This is an optimization exercise on Yosys and OpenROAD, whose aim is small area, a short achievable clock period and few clock cycles per item, not a production implementation.
Only simulation tests tie the RTL to the original design; equivalence was not proved.

==> run Z <==
Design dct2d, start of the top module:
module dct2d
(
   input logic clk,
   input logic reset,
   input logic start,
   input logic [31:0] din,
   output logic reading,
   output logic done,
   output logic [31:0] dout
);
make LEC_CHECK=0 CAP_MARGIN=20 CORE_MARGIN=2 CORE_UTILIZATION=35 CTS_CLUSTER_DIAMETER=100 CTS_CLUSTER_SIZE=30 PLACE_DENSITY=0.5 SETUP_SLACK_MARGIN=5.0 SLEW_MARGIN=20 finish   # period 9.0 ns
run.sh (not shown) runs the stock make flow with config.mk's settings and CLKGATE_MAP_FILE= SYNTH_SCRIPT=/design/flow/synth_recipe.tcl, a recipe that flattens the netlist after the stock synthesis.
==> inputs of run B, as changes to run Z <==
--- a/flow/design.v
+++ b/flow/design.v
@@ -2,18 +2,18 @@
 package dctPkg;
    typedef logic signed [31:0] sampleT;    
    localparam int BlockDim = 8;            
    localparam int BlockSize = 64;          
    localparam int NumMags = 7;             
    localparam int RowWidth = 32;           
    localparam int ColWidth = 42;           
    localparam logic [5:0] RowAccPhase = 6'd2;      
-   localparam logic [5:0] ColAccPhase = 6'd13;     
-   localparam logic [5:0] OutPhase = 6'd6;         
+   localparam logic [5:0] ColAccPhase = 6'd14;     
+   localparam logic [5:0] OutPhase = 6'd8;         
 endpackage
 `default_nettype wire
 `default_nettype none
 module cosineRom
 (
    input logic [2:0] freq,
    input logic [2:0] index,
    output logic neg,
@@ -88,46 +88,49 @@
          6'd63: begin neg = 1'b1; mag = 3'd6; end    
          default: begin neg = 1'b0; mag = 3'd0; end
       endcase
    end
 endmodule
 `default_nettype wire
 `default_nettype none
 module blockBuffer
+#(
+   parameter int Width = 32
+)
 (
    input logic clk,
    input logic fill,
-   input logic [8*32-1:0] fillData,
+   input logic [8*Width-1:0] fillData,
    input logic [2:0] readRow,
-   output dctPkg::sampleT readData
+   output logic [Width-1:0] readData
 );
-   logic [56*32-1:0] mem;         
+   logic [56*Width-1:0] mem;         
    genvar v;
    generate
       for (v = 1; v < 8; v++)
       begin : gRow
          always_ff @(posedge clk)
          begin
-            mem[(8*v-8)*32 +: 7*32] <= mem[(8*v-7)*32 +: 7*32];
-            mem[(8*v-1)*32 +: 32] <= fill ? fillData[v*32 +: 32] : mem[(8*v-8)*32 +: 32];
+            mem[(8*v-8)*Width +: 7*Width] <= mem[(8*v-7)*Width +: 7*Width];
+            mem[(8*v-1)*Width +: Width] <= fill ? fillData[v*Width +: Width] : mem[(8*v-8)*Width +: Width];
          end
       end
    endgenerate
    always_comb
    begin
       case (readRow)
-         3'd0: readData = fillData[0 +: 32];
-         3'd1: readData = mem[(8*0)*32 +: 32];
-         3'd2: readData = mem[(8*1)*32 +: 32];
-         3'd3: readData = mem[(8*2)*32 +: 32];
-         3'd4: readData = mem[(8*3)*32 +: 32];
-         3'd5: readData = mem[(8*4)*32 +: 32];
-         3'd6: readData = mem[(8*5)*32 +: 32];
-         default: readData = mem[(8*6)*32 +: 32];
+         3'd0: readData = fillData[0 +: Width];
+         3'd1: readData = mem[(8*0)*Width +: Width];
+         3'd2: readData = mem[(8*1)*Width +: Width];
+         3'd3: readData = mem[(8*2)*Width +: Width];
+         3'd4: readData = mem[(8*3)*Width +: Width];
+         3'd5: readData = mem[(8*4)*Width +: Width];
+         3'd6: readData = mem[(8*5)*Width +: Width];
+         default: readData = mem[(8*6)*Width +: Width];
       endcase
    end
 endmodule
 `default_nettype wire
 `default_nettype none
 module mcmBasis
 #(
    parameter int InWidth = 32,
@@ -372,18 +375,21 @@
       .done(done),
       .phase(phase)
    );
    localparam int RBW = 7 * RW;
    logic [RBW-1:0] rowBasis;
    logic [RBW-1:0] rowBasisQ;
    logic [7*RW-1:0] rowProd;
    logic [7*RW-1:0] rowProdQ;
-   logic [8*RW-1:0] rowAcc;                
-   logic [8*RW-1:0] rowOut;                
+   logic [8*16-1:0] rowAccL;               
+   logic [8*16-1:0] rowAccH;               
+   logic [8*16-1:0] rowOutL;               
+   logic [8*16-1:0] rowOutH;               
+   logic [15:0] rowOutLowQ;                
    always_ff @(posedge clk)
    begin
       rowBasisQ <= rowBasis;
       rowProdQ <= rowProd;
    end
    mcmBasis #(.InWidth(RW), .Width(RW), .BasisWidth(RBW)) rowMcmBasis
    (
       .x(din),
@@ -393,22 +399,27 @@
    (
       .basis(rowBasisQ),
       .prod(rowProd)
    );
    logic [5:0] rowPosNext;
    logic [2:0] rowIdxNext;
    logic rowFirstQ;                        
    logic rowLoadQ;                         
+   logic rowFirstHiQ;                      
+   logic rowLoadHiQ;
    assign rowPosNext = phase - (dctPkg::RowAccPhase - 6'd1);
    assign rowIdxNext = rowPosNext[2:0];
    always_ff @(posedge clk)
    begin
       rowFirstQ <= (rowIdxNext == 3'd0);
       rowLoadQ <= (rowIdxNext == 3'd0);
+      rowFirstHiQ <= rowFirstQ;
+      rowLoadHiQ <= rowLoadQ;
+      rowOutLowQ <= rowOutL[0 +: 16];
    end
    genvar u;
    generate
       for (u = 0; u < 8; u++)
       begin : gRow
          logic neg;
          logic [2:0] mag;
          logic [6:0] selQ;
@@ -433,42 +444,62 @@
          always_comb
          begin
             term = '0;
             for (int i = 0; i < 7; i++)
             begin
                term = term | (rowProdQ[i*RW +: RW] & {RW{selQ[i]}});
             end
          end
-         assign base = rowFirstQ ? '0 : rowAcc[u*RW +: RW];
-         logic [RW:0] sum;
-         assign sum = {base, 1'b1} + {term ^ {RW{negQ}}, negQ};
+         logic [RW-1:0] termX;
+         logic [15:0] baseL;
+         logic [15:0] baseH;
+         logic [17:0] sumL;
+         logic [16:0] sumH;
+         logic carryQ;
+         logic [15:0] termHQ;
+         assign termX = term ^ {RW{negQ}};
+         assign baseL = rowFirstQ ? '0 : rowAccL[u*16 +: 16];
+         assign sumL = {1'b0, baseL, 1'b1} + {1'b0, termX[15:0], negQ};
+         assign baseH = rowFirstHiQ ? '0 : rowAccH[u*16 +: 16];
+         assign sumH = {baseH, 1'b1} + {termHQ, carryQ};
          always_ff @(posedge clk)
          begin
-            rowAcc[u*RW +: RW] <= sum[RW:1];
+            rowAccL[u*16 +: 16] <= sumL[16:1];
+            carryQ <= sumL[17];
+            termHQ <= termX[31:16];
+            rowAccH[u*16 +: 16] <= sumH[16:1];
             if (rowLoadQ)
             begin
-               rowOut[u*RW +: RW] <= rowAcc[u*RW +: RW];
+               rowOutL[u*16 +: 16] <= rowAccL[u*16 +: 16];
+            end
+            else if (u < 7)
+            begin
+               rowOutL[u*16 +: 16] <= rowOutL[(u+1)*16 +: 16];
+            end
+            if (rowLoadHiQ)
+            begin
+               rowOutH[u*16 +: 16] <= rowAccH[u*16 +: 16];
             end
             else if (u < 7)
             begin
-               rowOut[u*RW +: RW] <= rowOut[(u+1)*RW +: RW];
+               rowOutH[u*16 +: 16] <= rowOutH[(u+1)*16 +: 16];
             end
          end
       end
    endgenerate
    localparam int CBW = 32 + 34 + 2 * 35 + 2 * 36 + CW;    
    logic [CBW-1:0] colBasis;
    logic [CBW-1:0] colBasisQ;
    logic [7*CW-1:0] colProd;
    logic [7*32-1:0] colProdQ;              
    logic [6:0] colLowZero;                 
    mcmBasis #(.InWidth(RW), .Width(CW), .BasisWidth(CBW)) colMcmBasis
    (
-      .x(rowOut[0 +: RW]),
+      .x({rowOutH[0 +: 16], rowOutLowQ}),
       .basis(colBasis)
    );
    always_ff @(posedge clk)
    begin
       colBasisQ <= colBasis;
    end
    macEngine #(.InWidth(RW), .Width(CW), .BasisWidth(CBW)) colMcm
    (
@@ -484,40 +515,51 @@
             colProdQ[m*32 +: 32] <= colProd[m*CW + 10 +: 32];
             colLowZero[m] <= (colProd[m*CW +: 10] == 10'd0);
          end
       end
    endgenerate
    logic [5:0] colPosNext;
    logic [2:0] colRowNext;
    logic colFirstQ;                        
+   logic colFirstHiQ;                      
    logic [5:0] fillPosNext;
    logic fillQ;                            
+   logic fillHiQ;                          
    assign colPosNext = phase - (dctPkg::ColAccPhase - 6'd1);
    assign colRowNext = colPosNext[5:3];
    assign fillPosNext = phase - dctPkg::ColAccPhase;
    always_ff @(posedge clk)
    begin
       colFirstQ <= (colRowNext == 3'd0);
+      colFirstHiQ <= colFirstQ;
       fillQ <= (fillPosNext[5:3] == 3'd7);
+      fillHiQ <= fillQ;
    end
-   logic [8*32-1:0] fillData;
+   logic [8*15-1:0] fillLow;
+   logic [8*17-1:0] fillHigh;
    genvar v;
    generate
       for (v = 0; v < 8; v++)
       begin : gCol
          logic neg;
          logic [2:0] mag;
          logic [6:0] selQ;
          logic negQ;
          logic [31:0] prodHi;
          logic lowZero;
          logic [31:0] term;
-         logic [33:0] base;
-         logic [8*34-1:0] acc;            
+         logic [16:0] baseL;
+         logic [16:0] baseH;
+         logic [18:0] sumL;
+         logic [17:0] sumH;
+         logic carryQ;
+         logic [16:0] termHQ;
+         logic [8*17-1:0] accL;           
+         logic [8*17-1:0] accH;           
          cosineRom rom
          (
             .freq(3'(v)),
             .index(colRowNext),
             .neg(neg),
             .mag(mag)
          );
          always_ff @(posedge clk)
@@ -534,41 +576,60 @@
             lowZero = 1'b0;
             for (int i = 0; i < 7; i++)
             begin
                prodHi = prodHi | (colProdQ[i*32 +: 32] & {32{selQ[i]}});
                lowZero = lowZero | (colLowZero[i] & selQ[i]);
             end
          end
          assign term = prodHi ^ {32{negQ}};
-         assign base = colFirstQ ? '0 : acc[0 +: 34];
-         logic [34:0] sum;
-         assign sum = {base, 1'b1} + {{2{term[31]}}, term, negQ && lowZero};
+         assign baseL = colFirstQ ? '0 : accL[0 +: 17];
+         assign sumL = {1'b0, baseL, 1'b1} + {1'b0, term[16:0], negQ && lowZero};
+         assign baseH = colFirstHiQ ? '0 : accH[0 +: 17];
+         assign sumH = {baseH, 1'b1} + {termHQ, carryQ};
          always_ff @(posedge clk)
          begin
-            acc[0 +: 7*34] <= acc[34 +: 7*34];
-            acc[7*34 +: 34] <= sum[34:1];
+            accL[0 +: 7*17] <= accL[17 +: 7*17];
+            accL[7*17 +: 17] <= sumL[17:1];
+            carryQ <= sumL[18];
+            termHQ <= {{2{term[31]}}, term[31:17]};
+            accH[0 +: 7*17] <= accH[17 +: 7*17];
+            accH[7*17 +: 17] <= sumH[17:1];
          end
-         assign fillData[v*32 +: 32] = acc[7*34 + 2 +: 32];
+         assign fillLow[v*15 +: 15] = accL[7*17 + 2 +: 15];
+         assign fillHigh[v*17 +: 17] = accH[7*17 +: 17];
       end
    endgenerate
    logic [5:0] outPosNext;
-   logic [2:0] readRowQ;
-   dctPkg::sampleT outWord;
-   assign outPosNext = phase - (dctPkg::OutPhase - 6'd1);
+   logic [2:0] readRowLowQ;
+   logic [2:0] readRowHighQ;
+   logic [14:0] outLow;
+   logic [16:0] outHigh;
+   logic [14:0] lowQ;
+   assign outPosNext = phase - (dctPkg::OutPhase - 6'd2);
    always_ff @(posedge clk)
    begin
-      readRowQ <= outPosNext[5:3];
+      readRowLowQ <= outPosNext[5:3];
+      readRowHighQ <= readRowLowQ;
    end
-   blockBuffer buffer
+   blockBuffer #(.Width(15)) bufferLow
    (
       .clk(clk),
       .fill(fillQ),
-      .fillData(fillData),
-      .readRow(readRowQ),
-      .readData(outWord)
+      .fillData(fillLow),
+      .readRow(readRowLowQ),
+      .readData(outLow)
+   );
+   blockBuffer #(.Width(17)) bufferHigh
+   (
+      .clk(clk),
+      .fill(fillHiQ),
+      .fillData(fillHigh),
+      .readRow(readRowHighQ),
+      .readData(outHigh)
    );
    always_ff @(posedge clk)
    begin
-      dout <= outWord;
+      lowQ <= outLow;
+      dout <= {outHigh, lowQ};
    end
 endmodule
 `default_nettype wire
==> flow/config.mk (replaced) <==
export PLATFORM = sky130hd
export DESIGN_NAME = dct2d
export DESIGN_NICKNAME = dct2d
export VERILOG_FILES = /design/flow/design.v
export SDC_FILE = /design/flow/constraint.sdc
export NUM_CORES = 4
export LEC_CHECK = 0
export CAP_MARGIN = 20
export CORE_MARGIN = 2
export CORE_UTILIZATION = 40
export CTS_CLUSTER_DIAMETER = 80
export CTS_CLUSTER_SIZE = 24
export PLACE_DENSITY = 0.55
export SETUP_SLACK_MARGIN = 5.0
export SLEW_MARGIN = 20
==> notes <==
Run B ran to the end with no violations. Run Z completed without violations. Of run Z and run B, run Z has the higher final area (gap about 1.5%, measured against run B). Between run Z and run B, the lower worst setup slack is in run Z (gap 0.19 ns). Of run Z and run B, run B has the higher register-to-register slack (gap 0.19 ns). Against run B, the fmax of run Z is smaller by 4.3%. Between run Z and run B, the lower core utilization is in run Z (gap 4.6 points). Of run B and run Z, run B has the higher critical path depth (gap 3). Between run B and run Z, the lower flip-flop and latch count is in run Z (gap 301). Between run B and run Z, the lower clock-buffer cell count is in run Z (gap 103). Between run Z and run B, the lower via count is in run B (gap 5.1%, measured against run B).
==> figures <==
Total vias in the final route: run B 134000; run Z 141000
Met1 Resource Use GR: run B 28.4%; run Z 29.3%
Post-CTS clock slew at the launch and capture registers of the worst setup and hold paths: run B 0.09 ns; run Z 0.12 ns
Synth Register Bits: run B 5738; run Z 5437
Startpoint of the most critical hold path: run B gCol[3].accH[55]; run Z buffer.mem[1431]
Minimum clock period: run B 4.14 ns; run Z 4.33 ns
Buffer count from post-CTS setup fixing: run B 209; run Z 384
Mean instance size in the synthesized netlist: run B 11.4 µm²; run Z 11.1 µm²
Number of inverters outside the clock class in the layout: run B 1367; run Z 1261
Post-Synthesis Cell Area: run B 0.210 mm²; run Z 0.208 mm²
Initial cell density of the core: run B 40.1%; run Z 35.1%
Final-stage net count: run B 20700; run Z 21200
Number of antenna violations at the first check in global routing: run B 58; run Z 63
Synth top area share: run B 54.3%; run Z 52.0%
Worst slew margin relative to its limit: run B 20.0%; run Z 25.0%
Run status: run B finished clean; run Z finished clean
Worst setup path start: run B colBasisQ[215]; run Z gRow[3].selQ[1]
Maximum number of pins on one net before global-route repair: run B 83; run Z 118
Clock H-tree levels: run B 5; run Z 4
Testbench counts of run Z, summed over its fixed seeds: cycles 3,648, blocks 48.
Testbench counts of run B, summed over its fixed seeds: cycles 3,664, blocks 48.

* * *

==> inputs of run H <==
dct2d with an RTL version that a note above also has.
clock: 9.0 ns
lec_check: 0
cap_margin: 20
core_margin: 2
core_utilization: 45
cts_cluster_diameter: 80
cts_cluster_size: 24
place_density: 0.6
setup_slack_margin: 5.0
slew_margin: 20
==> run K (differences from run H) <==
--- a/flow/config.mk
+++ b/flow/config.mk
@@ -7,9 +7,9 @@
 export LEC_CHECK = 0
 export CAP_MARGIN = 20
 export CORE_MARGIN = 2
-export CORE_UTILIZATION = 45
+export CORE_UTILIZATION = 35
 export CTS_CLUSTER_DIAMETER = 80
 export CTS_CLUSTER_SIZE = 24
-export PLACE_DENSITY = 0.6
+export PLACE_DENSITY = 0.5
 export SETUP_SLACK_MARGIN = 5.0
 export SLEW_MARGIN = 20
==> run D (differences from run H) <==
--- a/flow/config.mk
+++ b/flow/config.mk
@@ -7,9 +7,9 @@
 export LEC_CHECK = 0
 export CAP_MARGIN = 20
 export CORE_MARGIN = 2
-export CORE_UTILIZATION = 45
+export CORE_UTILIZATION = 35
 export CTS_CLUSTER_DIAMETER = 80
 export CTS_CLUSTER_SIZE = 24
-export PLACE_DENSITY = 0.6
-export SETUP_SLACK_MARGIN = 5.0
+export PLACE_DENSITY = 0.5
+export SETUP_SLACK_MARGIN = 4.8
 export SLEW_MARGIN = 20
==> results.txt <==
| item | run K | run H | run D |
|---|---|---|---|
| Result of the run | no timing/DRC/antenna violations | no timing/DRC/antenna violations | no timing/DRC/antenna violations |
| Final critical-path setup slack | 4.89 ns | 4.88 ns | 4.83 ns |
| Highest Signal Layer | met4 | met5 | met4 |
| Post-route met1 wirelength | 272,000 microns | 255,000 microns | 270,000 microns |
| Post-route standard cell area excluding fillers | 239,000 sq um | 234,000 sq um | 236,000 sq um |
| Fraction of area in registers | 0.484 | 0.493 | 0.490 |
| Pre-CTS setup slack | 2.74 ns | 2.77 ns | 2.71 ns |
| Total number of cells along the worst setup path | 19 | 20 | 15 |
| Die span in y | 779 microns | 687 microns | 779 microns |
| Detailed route wirelength on metal2 | 276,000 microns | 260,000 microns | 273,000 microns |
| Largest fanout on the critical path | 4 | 5 | 5 |
| Clock-cell share | 0.0430 | 0.0403 | 0.0446 |
| Final RePlAce weighted congestion | 0.919 | 0.964 | 0.930 |
| Critical path destination | colProdQ[190] | colProdQ[188] | colProdQ[158] |
| CP most frequent cell | - | sky130_fd_sc_hd__buf_4 | sky130_fd_sc_hd__a211oi_2 |
| Slew of the pin with the lowest slew margin | 1.23 ns | 1.14 ns | 1.11 ns |
| Cts repair resizes | 673 | 601 | 439 |
| Starting density of the core | 0.351 | 0.452 | 0.351 |
Testbench counts of run H, summed over its fixed seeds: cycles 3,664, blocks 48.
Testbench counts of run K, summed over its fixed seeds: cycles 3,664, blocks 48.
Testbench counts of run D, summed over its fixed seeds: cycles 3,664, blocks 48.

==> re-timing with driven ports <==
The results above use ideal ports. As a check the final layouts listed here were re-extracted and re-timed, cells and wires unchanged. Step 1 assumes that a clkbuf_16 drives the clock port and a buf_2 every other input. Step 2, shift: input delay + t, output delay - t, t = (earliest + latest rising clock arrival at the registers) / 2. This alone moves slack from input paths to output paths. Slacks: ideal ports / drivers / drivers and shift; pairs: ideal ports / drivers.
| run | shift t [ns] | slack for setup (ns) | worst setup path after step 2 | slew at the worst register clock pin (ns) |
|---|---|---|---|---|
| run Z | 1.107 | 4.672 / 4.672 / 3.936 | input to register | 0.12 / 0.12 |
| run B | 1.122 | 4.858 / 4.858 / 3.996 | input to register | 0.10 / 0.10 |
| run H | 1.067 | 4.884 / 4.884 / 4.079 | input to register | 0.10 / 0.10 |
| run K | 1.128 | 4.893 / 4.893 / 4.047 | input to register | 0.10 / 0.10 |
| run D | 1.117 | 4.829 / 4.829 / 3.846 | input to register | 0.10 / 0.10 |
After both steps every run listed still meets setup and hold. The setup slack of run D, which loses most, moves by 0.000 ns with the drivers and by -0.983 ns with both steps.
